Source: an optimization exercise on an open RTL-to-GDS flow (aim: small area, a short achievable clock period and few clock cycles per item). Production flows keep margins and buffers that such runs may drop. Function was checked by simulation only, so behaviour that the tests miss may differ from the original. No activity file was given, so power comes from the tool's default toggle rates.

## v6
==> flow/design.v (excerpt) <==
module dfs_topological_sort_unit #(
    parameter int MAX_VERTICES = 16,
    parameter int MAX_EDGES = 32,
    parameter int KEY_BITS = 16
) (
    input  logic                i_clk,
    input  logic                i_rst_n,
    input  logic                start,
    output logic                busy,
    input  logic [1:0]          i_req_type,
    input  logic [KEY_BITS-1:0] i_from_key,
    input  logic [KEY_BITS-1:0] i_to_key,
    input  logic                i_cfg_valid,
    output logic                o_cfg_ready,
    input  logic                i_cfg_data,
    output logic                o_valid,
    output logic [1:0]          o_kind,
    output logic [15:0]         o_first_key,
    output logic [15:0]         o_second_key,
    output logic                o_last
);
    localparam int NV = 16;
    function automatic [31:0] first32(input [31:0] x);
        reg [31:0] p;
        begin
            p = x;
            p = p | (p << 1);
            p = p | (p << 2);
            p = p | (p << 4);
            p = p | (p << 8);
            p = p | (p << 16);
            first32 = x & ~(p << 1);
        end
    endfunction
    localparam int NE = 32;
    logic r_mode;
    assign o_cfg_ready = 1'b1;
    always_ff @(posedge i_clk) begin
        if (!i_rst_n) r_mode <= 1'b0;
        else if (i_cfg_valid) r_mode <= i_cfg_data;
    end
  ...
clock: 10.0 ns
lec_check: 0
abc_clock_period_in_ps: 4000
cap_margin: 20
core_margin: 2
core_utilization: 55
cts_buf_list: sky130_fd_sc_hd__clkbuf_4 sky130_fd_sc_hd__clkbuf_8
slew_margin: 20
standard.sh (not shown) runs the stock make flow with config.mk's settings and CLKGATE_MAP_FILE= SYNTH_SCRIPT=/design/flow/synth_recipe.tcl, a recipe that flattens the netlist after the stock synthesis.
==> flow/flow/run.sh <==
#!/bin/bash
set -uo pipefail
export SETUP_SLACK_MARGIN=6
bash standard.sh > standard.log 2>&1
Testbench counts of v6, summed over its fixed seeds: cycles 4,900, sorts 160.
Relative to v6, the following input files were edited for v7:
- CORE_UTILIZATION changed from 55 to 45
--- outcome ---
Reg-to-reg setup timing slack in v7 is 60 ps higher than in v6. The worst clock skew on v7 is in line with that on v6. For v6, the critical path launch point was q_from[5], unlike v7, where it was r_fcnt[0]. v7 ended up with a higher count of non-CTS buffers in the layout than v6 did. Looking at routing usage on met2 across v7 and v6, the one that comes out lower is v7. When v7 is set beside v6, its total global routing track utilization turns out to be 6.8 points smaller. Run comparison: v6 timing endpoint of the critical path r_edst[19][3]; v7 timing endpoint of the critical path x_k1[7]. For combinational gate power, dividing the value from v6 by the value from v7 gives 0.888. Compared with v6, in v7 ratio of total power to cell area saw a decrease, count of clock-buffer cells in the layout saw an increase. Looking at final antenna diode count, v7 sits 1 lower than v6 does.

---

Starting RTL as in the previous note.
Design dfs_topological_sort_unit, start of the top module:
module dfs_topological_sort_unit #(
    parameter int MAX_VERTICES = 16,
    parameter int MAX_EDGES = 32,
    parameter int KEY_BITS = 16
) (
    input  logic                i_clk,
    input  logic                i_rst_n,
    input  logic                start,
    output logic                busy,
    input  logic [1:0]          i_req_type,
    input  logic [KEY_BITS-1:0] i_from_key,
    input  logic [KEY_BITS-1:0] i_to_key,
    input  logic                i_cfg_valid,
    output logic                o_cfg_ready,
    input  logic                i_cfg_data,
    output logic                o_valid,
    output logic [1:0]          o_kind,
    output logic [15:0]         o_first_key,
    output logic [15:0]         o_second_key,
    output logic                o_last
);
    localparam int NV = 16;
    function automatic [31:0] first32(input [31:0] x);
        reg [31:0] p;
        begin
            p = x;
            p = p | (p << 1);
            p = p | (p << 2);
            p = p | (p << 4);
            p = p | (p << 8);
            p = p | (p << 16);
  ...
==> flow/config.mk <==
export PLATFORM = sky130hd
export DESIGN_NAME = dfs_topological_sort_unit
export DESIGN_NICKNAME = dfs_topological_sort_unit
export VERILOG_FILES = /design/flow/design.v
export SDC_FILE = /design/flow/constraint.sdc
export NUM_CORES = 4
export LEC_CHECK = 0
export ABC_CLOCK_PERIOD_IN_PS = 4000
export CAP_MARGIN = 20
export CORE_MARGIN = 2
export CORE_UTILIZATION = 55
export CTS_BUF_LIST = sky130_fd_sc_hd__clkbuf_4 sky130_fd_sc_hd__clkbuf_8
export SLEW_MARGIN = 20
==> flow/constraint.sdc <==
create_clock -name core_clock -period 10.0 [get_ports {i_clk}]
set_input_delay 2.0000 -clock core_clock [delete_from_list [all_inputs] [get_ports {i_clk}]]
set_output_delay 2.0000 -clock core_clock [all_outputs]
set_load 0.01 [all_outputs]
==> flow/flow/run.sh <==
#!/bin/bash
set -uo pipefail
export SETUP_SLACK_MARGIN=5.75
bash standard.sh > standard.log 2>&1
The baseline went through all stages and came out clean.
Testbench counts at the start, summed over its fixed seeds: cycles 4,900, sorts 160.
Edit:
==> flow/flow/run.sh (replaced) <==
#!/bin/bash
set -uo pipefail
export SETUP_SLACK_MARGIN=6.25
bash standard.sh > standard.log 2>&1
Clock-buffer cell count is unchanged.
First-iteration DRC count increases by roughly a tenth.
Utilization increases by 3.6 points.
Wire length increases by a few percent.
Worst setup slack is better by 0.36 ns.
Via count increases by a few percent.

## re-timing with driven ports
No port has a modelled driver above. Below, the same layouts with a new extraction and two added sets of constraints. Step 1 (the two cells are an assumption about what drives the block):
set clk [get_ports {i_clk}]
set_driving_cell -lib_cell sky130_fd_sc_hd__clkbuf_16 $clk
set_driving_cell -lib_cell sky130_fd_sc_hd__buf_2 [delete_from_list [all_inputs] $clk]
Step 2 times the ports against the registers' clock, not the clock port: input delays grow and output delays shrink by t, the midpoint of the rising clock arrivals with the driver on. Slacks: ideal ports / drivers / drivers and shift; pairs: ideal ports / drivers.
run | t (ns) | setup WS [ns] | slew at the worst register clock pin (ns) | worst data-port slew with drivers (ns) | pins driven straight from the clock port
v6 | 0.985 | 5.926 / 5.926 / 5.219 | 0.07 / 0.07 | 0.06 | 1
v7 | 1.054 | 5.986 / 5.986 / 5.657 | 0.07 / 0.07 | 0.04 | 1
the first run of note 2 | 0.990 | 5.718 / 5.718 / 5.018 | 0.07 / 0.07 | 0.06 | 1
the second run of note 2 | 0.979 | 6.077 / 6.077 / 5.465 | 0.07 / 0.07 | 0.05 | 1
After both steps setup and hold are still met in every run listed. The setup slack of v6, which loses most, moves by 0.000 ns with the drivers and by -0.707 ns with both steps.
